This is an optimization exercise on Yosys and OpenROAD, whose aim is a short achievable clock period and few clock cycles per item, not a production implementation.
In this exercise RTL edits were held to simulation tests only and were not proved equivalent to the original.
Power and IR drop assume default switching activity.

File: flow/run.sh
#!/bin/bash
# synth_recipe.tcl (not shown) runs the flow's synth.tcl, then flattens the netlist and writes it again
# the make line also repeats each setting of config.mk as NAME=value (left out here)
make -C /OpenROAD-flow-scripts/flow DESIGN_CONFIG=/design/flow/config.mk WORK_HOME=/design/flow/orfs CLKGATE_MAP_FILE= SYNTH_SCRIPT=/design/flow/synth_recipe.tcl finish
File: flow/config.mk
export PLATFORM = sky130hd
export DESIGN_NAME = aap_exec_top
export DESIGN_NICKNAME = aap_exec_top
export VERILOG_FILES = /design/flow/design.v
export SDC_FILE = /design/flow/constraint.sdc
export NUM_CORES = 4
export LEC_CHECK = 0
export ABC_CLOCK_PERIOD_IN_PS = 2000
export CAP_MARGIN = 20
export CORE_MARGIN = 2
export CORE_UTILIZATION = 40
export SETUP_SLACK_MARGIN = 5
export SLEW_MARGIN = 20
File: flow/constraint.sdc
create_clock -name core_clock -period 7.5 [get_ports {clk}]
set_input_delay 1.5000 -clock core_clock [delete_from_list [all_inputs] [get_ports {clk}]]
set_output_delay 1.5000 -clock core_clock [all_outputs]
set_load 0.01 [all_outputs]
File: flow/design.v
package aap_pkg;
   typedef logic [16-1:0]   data_t;
   typedef logic [24-1:0]     pc_t;
   typedef logic [3-1:0] regnum_t;
   typedef logic [16-1:0]  instr_t;
   typedef enum logic [1:0] {
      class_alu,
      class_ldst,
      class_flow,
      class_misc
   } instr_class_e;
   typedef enum logic [3:0] {
      op_nop,
      op_add,
      op_sub,
      op_and,
      op_or,
      op_xor,
      op_asr,
      op_lsl,
      op_lsr,
      op_mov,
      op_addi,
      op_subi,
      op_asri,
      op_lsli,
      op_lsri,
      op_movi
   } alu_op_e;
   typedef enum logic [3:0] {
      op_bra,
      op_bal,
      op_beq,
      op_bne,
      op_blts,
      op_bles,
      op_bltu,
      op_bleu,
      op_jmp,
      op_jal,
      op_jeq,
      op_jne,
      op_jlts,
      op_jles,
      op_jltu,
      op_jleu
   } flow_op_e;
endpackage
module instr_decode (
   input  aap_pkg::instr_t       instr,
   output logic                  is_16bit,
   output aap_pkg::instr_class_e op_class,
   output aap_pkg::alu_op_e      alu_op,
   output aap_pkg::flow_op_e     flow_op,
   output aap_pkg::regnum_t      rd,
   output aap_pkg::regnum_t      ra,
   output aap_pkg::regnum_t      rb,
   output logic [2:0]            imm3,
   output logic [5:0]            imm6,
   output aap_pkg::pc_t          simm3,
   output aap_pkg::pc_t          simm6,
   output aap_pkg::pc_t          simm9
);
   assign is_16bit = ~instr[15];
   assign op_class = aap_pkg::instr_class_e'(instr[14:13]);
   assign alu_op  = aap_pkg::alu_op_e'(instr[12:9]);
   assign flow_op = aap_pkg::flow_op_e'(instr[12:9]);
   assign rd = instr[8:6];
   assign ra = instr[5:3];
   assign rb = instr[2:0];
   assign imm3 = instr[2:0];
   assign imm6 = instr[5:0];
   assign simm3 = {{(24-3){instr[8]}}, instr[8:6]};
   assign simm6 = {{(24-6){instr[8]}}, instr[8:3]};
   assign simm9 = {{(24-9){instr[8]}}, instr[8:0]};
endmodule
module reg_file (
   input  logic             clk,
   input  logic             rst,
   input  aap_pkg::regnum_t ra_num,
   input  aap_pkg::regnum_t rb_num,
   input  aap_pkg::regnum_t rd_num,
   output aap_pkg::data_t   ra_data,
   output aap_pkg::data_t   rb_data,
   output aap_pkg::data_t   rd_data,
   input  logic             we,
   input  aap_pkg::regnum_t wnum,
   input  aap_pkg::data_t   wdata
);
   aap_pkg::data_t regs [8];
   assign ra_data = regs[ra_num];
   assign rb_data = regs[rb_num];
   assign rd_data = regs[rd_num];
   always_ff @(posedge clk) begin
      if (rst) begin
         for (int i = 0; i < 8; i++) begin
            regs[i] <= '0;
         end
      end else if (we) begin
         regs[wnum] <= wdata;
      end
   end
endmodule
module alu (
   input  aap_pkg::alu_op_e op,
   input  aap_pkg::data_t   a,
   input  aap_pkg::data_t   b,
   input  logic [2:0]       imm3,
   input  logic [5:0]       imm6,
   input  logic             carry_in,
   output aap_pkg::data_t   result,
   output logic             carry_out,
   output logic             writes_carry
);
   logic                  use_imm;
   logic                  is_sub;
   aap_pkg::data_t        opnd;
   logic [16:0]  sum;
   logic [16:0]  asr_full;
   assign use_imm = (op == aap_pkg::op_addi) || (op == aap_pkg::op_subi) ||
                    (op == aap_pkg::op_asri) || (op == aap_pkg::op_lsli) ||
                    (op == aap_pkg::op_lsri);
   assign opnd    = use_imm ? aap_pkg::data_t'(imm3) : b;
   assign is_sub = (op == aap_pkg::op_sub) || (op == aap_pkg::op_subi);
   assign sum    = is_sub ? {1'b0, a} - {1'b0, opnd}
                          : {1'b0, a} + {1'b0, opnd};
   assign asr_full = {carry_in, a} >> opnd;
   always_comb begin
      result       = '0;
      carry_out    = carry_in;
      writes_carry = 1'b0;
      case (op)
         aap_pkg::op_add, aap_pkg::op_sub,
         aap_pkg::op_addi, aap_pkg::op_subi: begin
            result       = sum[16-1:0];
            carry_out    = sum[16];
            writes_carry = 1'b1;
         end
         aap_pkg::op_and:  result = a & b;
         aap_pkg::op_or:   result = a | b;
         aap_pkg::op_xor:  result = a ^ b;
         aap_pkg::op_asr, aap_pkg::op_asri: result = asr_full[16-1:0];
         aap_pkg::op_lsl, aap_pkg::op_lsli: result = a << opnd;
         aap_pkg::op_lsr, aap_pkg::op_lsri: result = a >> opnd;
         aap_pkg::op_mov:  result = a;
         aap_pkg::op_movi: result = aap_pkg::data_t'(imm6);
         default:          result = '0;
      endcase
   end
endmodule
module branch_unit (
   input  aap_pkg::flow_op_e op,
   input  aap_pkg::pc_t      pc,
   input  aap_pkg::data_t    a,
   input  aap_pkg::data_t    b,
   input  aap_pkg::data_t    d,
   input  aap_pkg::pc_t      simm3,
   input  aap_pkg::pc_t      simm6,
   input  aap_pkg::pc_t      simm9,
   output aap_pkg::pc_t      next_pc,
   output logic              link_we,
   output aap_pkg::data_t    link_data
);
   logic           taken;
   aap_pkg::data_t pc_lo_inc;
   aap_pkg::pc_t   pc_inc;
   aap_pkg::pc_t   abs_target;
   aap_pkg::pc_t   abs_fall;
   assign pc_inc    = pc + aap_pkg::pc_t'(1);
   assign pc_lo_inc = pc[16-1:0] + aap_pkg::data_t'(1);
   assign abs_target = {pc[24-1:16], d};
   assign abs_fall   = {pc[24-1:16], pc_lo_inc};
   always_comb begin
      case (op)
         aap_pkg::op_beq,  aap_pkg::op_jeq:  taken = (a == b);
         aap_pkg::op_bne,  aap_pkg::op_jne:  taken = (a != b);
         aap_pkg::op_blts, aap_pkg::op_jlts: taken = ($signed(a) < $signed(b));
         aap_pkg::op_bles, aap_pkg::op_jles: taken = ($signed(a) <= $signed(b));
         aap_pkg::op_bltu, aap_pkg::op_jltu: taken = (a < b);
         aap_pkg::op_bleu, aap_pkg::op_jleu: taken = (a <= b);
         default:                            taken = 1'b1;
      endcase
   end
   always_comb begin
      case (op)
         aap_pkg::op_bra: next_pc = pc + simm9;
         aap_pkg::op_bal: next_pc = pc + simm6;
         aap_pkg::op_jmp, aap_pkg::op_jal: next_pc = abs_target;
         aap_pkg::op_beq, aap_pkg::op_bne, aap_pkg::op_blts, aap_pkg::op_bles,
         aap_pkg::op_bltu, aap_pkg::op_bleu: begin
            next_pc = taken ? pc + simm3 : pc_inc;
         end
         default: next_pc = taken ? abs_target : abs_fall;
      endcase
   end
   assign link_we   = (op == aap_pkg::op_bal) || (op == aap_pkg::op_jal);
   assign link_data = pc_lo_inc;
endmodule
module exec_control (
   input  logic                  clk,
   input  logic                  rst,
   input  logic                  instr_valid,
   output logic                  instr_ready,
   input  logic                  is_16bit,
   input  aap_pkg::instr_class_e op_class,
   input  aap_pkg::regnum_t      rb,
   input  aap_pkg::regnum_t      rd,
   input  aap_pkg::data_t        alu_result,
   input  logic                  alu_carry,
   input  logic                  alu_writes_carry,
   input  aap_pkg::alu_op_e      alu_op,
   input  aap_pkg::pc_t          next_pc,
   input  logic                  link_we,
   input  aap_pkg::data_t        link_data,
   output logic                  rf_we,
   output aap_pkg::regnum_t      rf_wnum,
   output aap_pkg::data_t        rf_wdata,
   output aap_pkg::pc_t          pc,
   output logic                  carry,
   output logic                  exec_done,
   output logic                  wb_we,
   output aap_pkg::regnum_t      wb_regnum,
   output aap_pkg::data_t        wb_data
);
   logic           accept;
   logic           commit_we;
   aap_pkg::pc_t   commit_pc;
   logic           commit_carry;
   assign instr_ready = ~exec_done;
   assign accept      = instr_valid & instr_ready;
   always_comb begin
      commit_we    = 1'b0;
      rf_wnum      = rd;
      rf_wdata     = alu_result;
      commit_pc    = pc + aap_pkg::pc_t'(1);
      commit_carry = carry;
      if (is_16bit && op_class == aap_pkg::class_alu) begin
         commit_we = (alu_op != aap_pkg::op_nop);
         if (alu_writes_carry) begin
            commit_carry = alu_carry;
         end
      end else if (is_16bit && op_class == aap_pkg::class_flow) begin
         commit_we = link_we;
         rf_wnum   = rb;
         rf_wdata  = link_data;
         commit_pc = next_pc;
      end
   end
   assign rf_we = accept & commit_we;
   always_ff @(posedge clk) begin
      if (rst) begin
         pc        <= '0;
         carry     <= 1'b0;
         exec_done <= 1'b0;
         wb_we     <= 1'b0;
      end else begin
         exec_done <= accept;
         wb_we     <= rf_we;
         if (accept) begin
            pc    <= commit_pc;
            carry <= commit_carry;
         end
      end
   end
   always_ff @(posedge clk) begin
      if (accept) begin
         wb_regnum <= rf_wnum;
         wb_data   <= rf_wdata;
      end
   end
endmodule
module aap_exec_top (
   input  logic             clk,
   input  logic             rst,
   input  aap_pkg::instr_t  instr,
   input  logic             instr_valid,
   output logic             instr_ready,
   output logic             exec_done,
   output aap_pkg::pc_t     pc,
   output logic             carry,
   output logic             wb_we,
   output aap_pkg::regnum_t wb_regnum,
   output aap_pkg::data_t   wb_data
);
   assign instr_ready = 1'b1;
   logic        f_v;
   logic [15:0] f_w;
   always_ff @(posedge clk) begin
      f_v <= ~rst & instr_valid;
      f_w <= instr;
   end
   logic [15:0] regs [8];
   logic [23:0] pc_q;
   logic        carry_q;
   logic        e_v;
   logic [15:0] e_a, e_b, e_d;
   logic        e_we;
   logic [2:0]  e_wnum;
   logic [7:0]  e_wen;
   logic        e_s_add, e_s_sub, e_s_and, e_s_or, e_s_xor;
   logic        e_s_asr, e_s_lsl, e_s_lsr, e_s_a, e_s_b, e_s_link;
   logic        e_abs;
   logic        e_c_al, e_c_eq, e_c_ne, e_c_lts, e_c_les, e_c_ltu, e_c_leu;
   logic [23:0] e_off;
   logic [15:0] res;
   logic [23:0] pc_next;
   logic        carry_next;
   logic       d_short, d_alu, d_flow;
   logic [3:0] d_op;
   logic [2:0] d_rd, d_ra, d_rb;
   logic       d_we;
   logic [2:0] d_wnum;
   logic       d_use_imm, d_movi;
   assign d_short = ~f_w[15];
   assign d_alu   = d_short & (f_w[14:13] == 2'd0);
   assign d_flow  = d_short & (f_w[14:13] == 2'd2);
   assign d_op    = f_w[12:9];
   assign d_rd    = f_w[8:6];
   assign d_ra    = f_w[5:3];
   assign d_rb    = f_w[2:0];
   assign d_we      = (d_alu & (d_op != 4'd0)) | (d_flow & (d_op[2:0] == 3'd1));
   assign d_wnum    = d_flow ? d_rb : d_rd;
   assign d_use_imm = d_alu & (d_op >= 4'd10) & (d_op <= 4'd14);
   assign d_movi    = d_alu & (d_op == 4'd15);
   logic        fwd_a, fwd_b, fwd_d;
   logic [15:0] rd_a, rd_b, rd_d;
   logic [15:0] b_early;
   logic        b_fwd;
   assign fwd_a = e_v & e_we & (e_wnum == d_ra);
   assign fwd_b = e_v & e_we & (e_wnum == d_rb);
   assign fwd_d = e_v & e_we & (e_wnum == d_rd);
   assign rd_a = regs[d_ra];
   assign rd_b = regs[d_rb];
   assign rd_d = regs[d_rd];
   assign b_early = d_movi    ? {10'b0, f_w[5:0]} :
                    d_use_imm ? {13'b0, f_w[2:0]} : rd_b;
   assign b_fwd   = fwd_b & ~d_movi & ~d_use_imm;
   logic [23:0] d_off;
   always_comb begin
      d_off = 24'd1;
      if (d_flow && !d_op[3]) begin
         case (d_op[2:0])
            3'd0:    d_off = {{15{f_w[8]}}, f_w[8:0]};
            3'd1:    d_off = {{18{f_w[8]}}, f_w[8:3]};
            default: d_off = {{21{f_w[8]}}, f_w[8:6]};
         endcase
      end
   end
   always_ff @(posedge clk) begin
      e_v <= ~rst & f_v;
      e_a <= fwd_a ? res : rd_a;
      e_b <= b_fwd ? res : b_early;
      e_d <= fwd_d ? res : rd_d;
      e_we   <= d_we;
      e_wnum <= d_wnum;
      for (int i = 0; i < 8; i++) begin
         e_wen[i] <= ~rst & f_v & d_we & (d_wnum == 3'(i));
      end
      e_s_add  <= d_alu & ((d_op == 4'd1) | (d_op == 4'd10));
      e_s_sub  <= d_alu & ((d_op == 4'd2) | (d_op == 4'd11));
      e_s_and  <= d_alu & (d_op == 4'd3);
      e_s_or   <= d_alu & (d_op == 4'd4);
      e_s_xor  <= d_alu & (d_op == 4'd5);
      e_s_asr  <= d_alu & ((d_op == 4'd6) | (d_op == 4'd12));
      e_s_lsl  <= d_alu & ((d_op == 4'd7) | (d_op == 4'd13));
      e_s_lsr  <= d_alu & ((d_op == 4'd8) | (d_op == 4'd14));
      e_s_a    <= d_alu & (d_op == 4'd9);
      e_s_b    <= d_movi;
      e_s_link <= d_flow & (d_op[2:0] == 3'd1);
      e_abs    <= d_flow & d_op[3];
      e_c_al   <= ~d_flow | (d_op[2:1] == 2'd0);
      e_c_eq   <= d_flow & (d_op[2:0] == 3'd2);
      e_c_ne   <= d_flow & (d_op[2:0] == 3'd3);
      e_c_lts  <= d_flow & (d_op[2:0] == 3'd4);
      e_c_les  <= d_flow & (d_op[2:0] == 3'd5);
      e_c_ltu  <= d_flow & (d_op[2:0] == 3'd6);
      e_c_leu  <= d_flow & (d_op[2:0] == 3'd7);
      e_off    <= d_off;
   end
   logic [16:0] add_r, sub_r;
   logic        eq, ltu, lts, taken;
   logic        big16, big17;
   logic [15:0] sh_l, sh_r, sh_a;
   logic [16:0] asr_full;
   logic [23:0] pc_inc, pc_rel;
   assign add_r = {1'b0, e_a} + {1'b0, e_b};
   assign sub_r = {1'b0, e_a} - {1'b0, e_b};
   assign eq    = (e_a == e_b);
   assign ltu   = sub_r[16];
   assign lts   = sub_r[16] ^ e_a[15] ^ e_b[15];
   assign taken = e_c_al | (e_c_eq & eq) | (e_c_ne & ~eq) |
                  (e_c_lts & lts) | (e_c_les & (lts | eq)) |
                  (e_c_ltu & ltu) | (e_c_leu & (ltu | eq));
   assign big16    = |e_b[15:4];
   assign big17    = (|e_b[15:5]) | (e_b[4] & (|e_b[3:0]));
   assign sh_l     = big16 ? 16'd0 : (e_a << e_b[3:0]);
   assign sh_r     = big16 ? 16'd0 : (e_a >> e_b[3:0]);
   assign asr_full = {carry_q, e_a} >> e_b[3:0];
   assign sh_a     = big17  ? 16'd0 :
                     e_b[4] ? {15'd0, carry_q} : asr_full[15:0];
   assign pc_inc = pc_q + 24'd1;
   assign pc_rel = pc_q + e_off;
   always_comb begin
      if (e_abs) begin
         pc_next = {pc_q[23:16], taken ? e_d : pc_inc[15:0]};
      end else begin
         pc_next = taken ? pc_rel : pc_inc;
      end
   end
   assign res = ({16{e_s_add}}  & add_r[15:0]) |
                ({16{e_s_sub}}  & sub_r[15:0]) |
                ({16{e_s_and}}  & (e_a & e_b)) |
                ({16{e_s_or}}   & (e_a | e_b)) |
                ({16{e_s_xor}}  & (e_a ^ e_b)) |
                ({16{e_s_asr}}  & sh_a) |
                ({16{e_s_lsl}}  & sh_l) |
                ({16{e_s_lsr}}  & sh_r) |
                ({16{e_s_a}}    & e_a) |
                ({16{e_s_b}}    & e_b) |
                ({16{e_s_link}} & pc_inc[15:0]);
   assign carry_next = e_s_add ? add_r[16] :
                       e_s_sub ? sub_r[16] : carry_q;
   always_ff @(posedge clk) begin
      for (int i = 0; i < 8; i++) begin
         if (rst) begin
            regs[i] <= '0;
         end else if (e_wen[i]) begin
            regs[i] <= res;
         end
      end
   end
   always_ff @(posedge clk) begin
      if (rst) begin
         pc_q    <= '0;
         carry_q <= 1'b0;
      end else if (e_v) begin
         pc_q    <= pc_next;
         carry_q <= carry_next;
      end
   end
   always_ff @(posedge clk) begin
      exec_done <= ~rst & e_v;
      pc        <= pc_next;
      carry     <= carry_next;
      wb_we     <= e_we;
      wb_regnum <= e_wnum;
      wb_data   <= res;
   end
endmodule
==> results of run 1 <==
routing by layer:
| layer | vias up | part of all wire | wire, microns |
|---|---|---|---|
| met1 | 9473 | 0.42 | 32000 |
| met3 | 194 | 0.089 | 6830 |
| met4 | 0 | 0.043 | 3320 |
| li1 | 8734 | - | - |
| met5 | - | 0 | 0 |
| met2 | 1023 | 0.45 | 34400 |
worst paths after layout:
check / startpoint / endpoint / slack, ns / cells after the start
setup / recovery: e_b[0] / pc_q[4] / 4.07 / 12
hold / removal: e_we / wb_we / 0.36 / 0
setup reg to reg: e_b[0] / pc_q[4] / 4.07 / 12
hold reg to reg: e_we / wb_we / 0.36 / 0
kinds of logic (layout without fill, tap and decap cells):
group,Yosys count,after routing,share of synthesized area
muxes,141,141,0.106
xor gates and xnor gates,42,42,0.0193
AOI/OAI and AO/OA,757,759,0.273
DFF,305,305,0.321
and+or+nand+nor,684,687,0.166
adders and majority gates,79,79,0.0531
buffers and inverters,298,422,0.0614
other,1,1,0.000197
per-stage QoR:
step | hold slack, ns | cell area (sq um) | worst slack, ns | power (W) | util
4_1_cts | 0.370 | 22500 | 4.10 | 0.00446 | 0.481
6_report | 0.362 | 24400 | 4.07 | 0.00462 | 0.523
5_1_grt | 0.361 | 24400 | 4.03 | 0.00476 | 0.523
3_3_place_gp | 0.363 | 20100 | 2.77 | 0.00241 | 0.430
3_5_place_dp | 0.364 | 20100 | 2.55 | 0.00242 | 0.430
2_1_floorplan | 0.324 | 19300 | 4.19 | 0.00219 | -
synthesized netlist by cell type, types with 9 or more instances:
cell type and n:
or3_1 12, buf_2 20, xnor2_1 31, o221ai_1 20, a211oi_1 150, a222oi_1 10, a221o_1 14, nor3_1 31
inv_1 112, nand3_1 47, a31oi_1 16, buf_1 16, nand2b_1 22, clkbuf_1 140, o22ai_1 26, a21o_1 27
a22oi_1 15, and3_1 18, xor2_1 11, o21bai_1 10, and2_1 22, a21oi_1 138, ha_1 76, nand4_1 19
mux2i_1 64, nor2b_1 21, nand2_1 172, dfxtp_1 305, o21a_1 14, o21ai_0 155, mux4_2 46, nor2_1 263
nor4_1 15, o211ai_1 36, mux2_2 31, a221oi_1 27, nor3b_1 9
placed cells by master, fill, tap and decap left out, drive strengths merged, types with 15 or more instances in the layout:
cell type,Yosys,layout
ha,76,76
and3,18,18
nand3,47,47
nor2,263,263
nand2b,22,22
o221ai,20,20
a22oi,15,15
mux2,31,31
o21ai,157,157
o21a,14,15
nand2,173,175
clkdlybuf4s50,0,17
buf,41,218
a211oi,151,151
nor3,32,32
xnor2,31,31
a31oi,17,17
clkbuf,140,55
a221oi,27,27
o211ai,37,37
a21o,27,27
and2,24,24
mux2i,64,64
nor2b,21,21
nand4,19,19
o22ai,26,26
mux4,46,46
nor4,15,15
inv,113,110
dfxtp,305,305
a21oi,139,139
what timing repair did:
item / CTS / global route
gates resized for setup: 351 / 277
pin swaps: 25 / 72
hold buffers: 0 / 0
buffers inserted: 55 / 87
setup endpoints to repair: 288 / 287
gates cloned: 5 / 6
registers in the layout, indices dropped and copies added, names as in the netlist, 8 cells and up:
register / flops
regs: 128
e_b: 16
pc: 24
e_off: 9
wb_data: 16
e_wen: 8
pc_q: 24
f_w: 16
e_d: 16
e_a: 16
area by class of cell:
| cell class | count | share of cell area |
|---|---|---|
| multi-input combinational | 1709 | 0.546 |
| sequential | 305 | 0.255 |
| inverter | 117 | 0.0197 |
| tap | 607 | 0.0311 |
| timing repair buffer | 240 | 0.0958 |
| clock buffer | 52 | 0.0443 |
| clock inverter | 13 | 0.00901 |
where the power goes:
| group | internal, W | switching, W |
|---|---|---|
| sequential | 0.00168 | 0.0000661 |
| clock | 0.00118 | 0.000757 |
| combinational | 0.000399 | 0.000532 |
critical path: stages, from the launching register on:
cell      delay, ns
dfxtp_4        0.37
buf_12         0.11
ha_4           0.13
inv_2          0.04
fa_2           0.38
nor3b_4        0.17
o31a_1         0.30
o311ai_4       0.35
a31oi_4        0.20
or4_4          0.65
and3_4         0.21
or3_4          0.33
a21oi_2        0.12
==> flow_metrics.env, run 1 <==
export IMPL_crit_fanout=6
export IMPL_worst_slew_pin_slew_ns=1.21
export IMPL_overflow=0
export IMPL_core_area_sq_um=46800
export IMPL_grt_max_degree=82
export IMPL_multiInputGateArea_sq_um=13300
export IMPL_period_needed_ns=3.43
export IMPL_drive_gt1_frac=0.277
export IMPL_final_cells=3043
export IMPL_place_congestion=0.960
export IMPL_place_inst=2825
export IMPL_p_leak_nw=9.02
export IMPL_drc=0
export IMPL_drv_cap=0
export IMPL_slew_headroom=0.186
export IMPL_dp_hpwl_microns=49000
export IMPL_holdCritPathClass="reg2reg"
export IMPL_async_flop_share=0
export IMPL_htree_levels=2
export IMPL_grt_setup_unrepaired="yes"
export IMPL_critPathRequiredTime_ns=7.98
export IMPL_end_kind="flop"
export IMPL_cts_sinks=305
export IMPL_skew_ns=0.0308
export IMPL_synth_top_area_share=0.321
export IMPL_cts_path_max_buffers=3
export IMPL_yosysWarnings=2
export IMPL_synth_nets=2405
export IMPL_synth_edf_count=0
export IMPL_io_buffers=64
export IMPL_critical_path_arrival_ns=3.91
export IMPL_wl_per_cell_microns=25.1
export IMPL_die_area_sq_um=49400
export IMPL_clock_latency_ns=0.58
export IMPL_finalMaxSlewViolations=0
export IMPL_fp_dieW_microns=222
export IMPL_gr_usage_all_layers=0.293
export IMPL_ys_flop_type="dfxtp_1"
export IMPL_fin_crit_sh=0.457
export IMPL_peakVddDrop_mv=0.259
export IMPL_detail_route_iter0_violations=2363
export IMPL_grt_use_met3=0.0499
export IMPL_yosys_top_cells_area="dfxtp_1, a211oi_1, mux4_2"
export IMPL_met1_usage=0.395
export IMPL_synthCells=2307
export IMPL_start_util=0.407
export IMPL_nNetsFinal=2508
export IMPL_ys_types=88
export IMPL_clk_pin_slew_worst_paths_ns=0.06
export IMPL_post_drt_via_cell_ratio=6.38
export IMPL_final_hold_viol_count=0
export IMPL_power_density_nw_per_um2=189
export IMPL_cts_buffers=37
export IMPL_netlist_area_sq_um=19000
export IMPL_cts_tree="built"
export IMPL_grtUsageMet2=0.460
export IMPL_io_pins=66
export IMPL_antenna_left=0
export IMPL_setup_tns_ns=0
export IMPL_setup_violations=0
export IMPL_dr_pass1_iters=6
export IMPL_grt_pass1_wl_microns=112000
export IMPL_fill_cells=4321
export IMPL_regArea_sq_um=6220
export IMPL_grt_pass1_vias=17900
export IMPL_antenna_diode_count=0
export IMPL_status="timing/DRC/antenna clean"
export IMPL_synth_area_per_cell_sq_um=8.26
export IMPL_max_freq_mhz=292
export IMPL_area_growth_pct=28.3
export IMPL_top_usage_layer="met2"
export IMPL_wirelength_microns=76500
export IMPL_critPathLaunchType="flop"
export IMPL_synth_seq_area_share=0.321
export IMPL_cts_root_buffer="clkbuf_16"
export IMPL_die_y_microns=222
export IMPL_ys_ff_latch=305
export IMPL_grt_antenna_before_repair=0
export IMPL_synth_top_cell_by_area="dfxtp_1"
export IMPL_num_vias=19400
export IMPL_criticalPathCategory="reg2reg"
export IMPL_rows=79
Testbench counts, summed over its fixed seeds: cycles 24,024, items 24,000.
==> run 2: changes to the inputs <==
--- a/flow/config.mk
+++ b/flow/config.mk
@@ -5,9 +5,7 @@
 export SDC_FILE = /design/flow/constraint.sdc
 export NUM_CORES = 4
 export LEC_CHECK = 0
-export ABC_CLOCK_PERIOD_IN_PS = 2000
 export CAP_MARGIN = 20
 export CORE_MARGIN = 2
 export CORE_UTILIZATION = 40
-export SETUP_SLACK_MARGIN = 5
 export SLEW_MARGIN = 20
==> run 2 against run 1 <==
Compared with the run above: global-route usage is 1.2 points lower; largest power group unchanged; highest routed layer unchanged; critical endpoint is now pc_q[20]; synthesized cell count stayed put; register-to-register slack worse by 1.2 ns; hold slack better by 0.014 ns; still clean; setup slack worse by 1.2 ns; flip-flop and latch count stayed put; sequential share of layout area is 3.3 points higher; largest cell class unchanged.
==> flow_metrics.env, run 2 <==
export IMPL_skew_ns=0.0280
export IMPL_core_area_sq_um=46800
export IMPL_post_drt_via_cell_ratio=6.36
export IMPL_antenna_left=0
export IMPL_die_area_sq_um=49400
export IMPL_cts_path_max_buffers=3
export IMPL_period_needed_ns=4.68
export IMPL_final_common_cell="dfxtp_1"
export IMPL_clk_pin_slew_worst_paths_ns=0.06
export IMPL_synth_common_cells="dfxtp_1, nor2_1, nand2_1"
export IMPL_reg_top3="regs x128, pc x24, pc_q x24"
export IMPL_post_cts_buffers=0
export IMPL_yosysMostFrequentCell="dfxtp_1"
export IMPL_power_w=0.00425
export IMPL_synth_edf_count=0
export IMPL_setup_violations=0
export IMPL_crit_fanout=41
export IMPL_grt_pass1_wl_microns=107000
export IMPL_wirelength_microns=71100
export IMPL_die_y_microns=222
export IMPL_mostFrequentLayoutCells="dfxtp_1, nor2_1, nand2_1"
export IMPL_holdCritPathClass="reg2reg"
export IMPL_utilization=0.455
export IMPL_slew_headroom=0.249
export IMPL_critical_path_arrival_ns=5.10
export IMPL_final_hold_viol_count=0
export IMPL_async_flop_share=0
export IMPL_ys_flop_type="dfxtp_1"
export IMPL_fin_ws_ns=2.82
export IMPL_p_leak_nw=7.65
export IMPL_largest_reg_flops=128
export IMPL_fin_crit_sh=0.623
export IMPL_grt_max_degree=69
export IMPL_clock_latency_ns=0.58
export IMPL_setup_tns_ns=0
export IMPL_detail_route_iter0_violations=1982
export IMPL_ys_ff_latch=305
export IMPL_regMostFlops="regs"
export IMPL_status="timing/DRC/antenna clean"
export IMPL_gr_usage_all_layers=0.281
export IMPL_end_kind="flop"
export IMPL_criticalPathCategory="reg2reg"
export IMPL_synth_top_cell_by_area="dfxtp_1"
export IMPL_area_growth_pct=11.7
export IMPL_overflow=0
export IMPL_grt_antenna_before_repair=3
export IMPL_start_util=0.407
export IMPL_grt_setup_unrepaired="no"
export IMPL_cts_sinks=305
export IMPL_synth_top_area_share=0.321
export IMPL_cts_buffers=37
export IMPL_netlist_area_sq_um=19000
export IMPL_drc=0
export IMPL_cts_tree="built"
export IMPL_peakVddDrop_mv=0.138
export IMPL_synth_nets=2405
export IMPL_synth_seq_area_share=0.321
export IMPL_place_ws_ns=2.73
export IMPL_wl_per_cell_microns=24.5
export IMPL_nNetsFinal=2363
export IMPL_cts_root_buffer="clkbuf_16"
export IMPL_cts_resized=0
export IMPL_hold_buffers=0
export IMPL_finalMaxSlewViolations=0
export IMPL_power_density_nw_per_um2=200
export IMPL_place_congestion=0.985
export IMPL_critPathLaunchType="flop"
export IMPL_num_vias=18400
export IMPL_synthCells=2307
export IMPL_dp_hpwl_microns=49600
export IMPL_htree_levels=2
export IMPL_yosysWarnings=2
export IMPL_grt_pass1_vias=17500
export IMPL_rows=79
export IMPL_drive_gt1_frac=0.0959
export IMPL_max_freq_mhz=214
export IMPL_ys_types=88
export IMPL_yosys_top_cells_area="dfxtp_1, a211oi_1, mux4_2"
export IMPL_synth_area_per_cell_sq_um=8.26
export IMPL_io_pins=66
export IMPL_dr_pass1_iters=8
export IMPL_fill_cells=4628
export IMPL_drv_cap=0
export IMPL_io_buffers=64
export IMPL_fp_dieW_microns=222
export IMPL_worst_slew_pin_slew_ns=1.12
export IMPL_critPathRequiredTime_ns=7.92
run 2: changes by cell type in the layout (fill, tap and decap cells not counted), moves of 16 or more:
cell / previous run / this run
buf_4: 119 / 36
a211oi_1: 87 / 150
a211oi_2: 62 / 1
buf_6: 49 / 0
dfxtp_1: 247 / 294
clkdlybuf4s50_1: 17 / 63
o21ai_0: 118 / 155
dfxtp_2: 41 / 11
buf_2: 27 / 0
buf_12: 21 / 0
o21ai_2: 18 / 0
dfxtp_4: 17 / 0
o21ai_1: 18 / 2
run 2: where the power goes:
part / total [W] / internal [W] / switching, W / leakage, nW
clock: 0.00186 / 0.00109 / 0.000766 / 0.612
combinational: 0.000654 / 0.000240 / 0.000414 / 4.55
sequential: 0.00174 / 0.00168 / 0.0000623 / 2.49
total: 0.00425 / 0.00301 / 0.00124 / 7.65
run 2: critical path: stages (launching register included):
cell and delay [ns]:
dfxtp_2 0.31, buf_4 0.44, inv_1 0.33, fa_1 0.53
nor3b_1 0.19, o31a_1 0.33, o311ai_4 0.30, a31oi_2 0.19
nor4_1 0.77, nor2_1 0.39, buf_4 0.30, a311oi_1 0.30
a221oi_1 0.14
run 2: area by class of cell:
type                            count  area (sq um)  share of cell area
Multi-Input combinational cell   1704         11800               0.554
Tap cell                          607           759              0.0357
Inverter                          117           439              0.0206
Antenna cell                        1          2.50            0.000118
Timing Repair Buffer              100           908              0.0427
Sequential cell                   305          6120               0.288
Clock inverter                     21           223              0.0105
Clock buffer                       47          1030              0.0486
run 2: final timing paths:
| check | start | end | slack (ns) | cells after the start |
|---|---|---|---|---|
| worst min-delay path | e_we | wb_we | 0.38 | 0 |
| worst max-delay path | e_b[1] | pc_q[20] | 2.82 | 12 |
| worst max register to register | e_b[1] | pc_q[20] | 2.82 | 12 |
| worst min register to register | e_we | wb_we | 0.38 | 0 |
run 2: logic make-up after synthesis:
family	after synthesis	synth area share
buf+inv	298	0.0614
xor+xnor	42	0.0193
mux	141	0.106
compound gates	757	0.273
flops	305	0.321
fa+ha+maj	79	0.0531
simple gates	684	0.166
other cells	1	0.000197
run 2: metal layers:
metal / routed length, microns / up-vias / track usage
li1: - / 8428 / -
met1: 29800 / 8841 / 0.376
met2: 31800 / 994 / 0.441
met3: 5830 / 181 / 0.0398
met4: 3670 / 0 / 0.145
met5: 0 / - / 0
run 2: per-stage QoR:
step                std cells  hold slack (ns)  cell area (sq um)
finish                   2902            0.376              21300
global route             2901            0.389              21300
CTS                      2900            0.382              21300
detailed placement       2832            0.345              20000
global placement         2831            0.352              20000
floorplan                2307            0.324              19000

[afterwards: timing with drivers on the ports]
Ports are ideal in the flow. The routed layouts listed here were re-timed in OpenROAD. Step 1 (the two cells are an assumption about what drives the block):
set clk [get_ports {clk}]
set_driving_cell -lib_cell sky130_fd_sc_hd__clkbuf_16 $clk
set_driving_cell -lib_cell sky130_fd_sc_hd__buf_2 [delete_from_list [all_inputs] $clk]
Step 2, shift: input delay + t, output delay - t, t = (earliest + latest rising clock arrival at the registers) / 2. This alone moves slack from input paths to output paths. Three values: no drivers, after step 1, after step 2; two values: the first two.
run	t (ns)	setup WS [ns]	worst setup path after step 2	worst data-port slew with drivers (ns)	cell pins on the clock port's net
run 1	0.615	4.074 / 4.074 / 4.028	input to register	0.03	1
run 2	0.623	2.824 / 2.824 / 2.824	register to register	0.03	1
After both steps setup and hold are still met in every run listed. For run 1, which loses most, drivers alone change the setup slack by 0.000 ns; drivers and shift together by -0.046 ns.
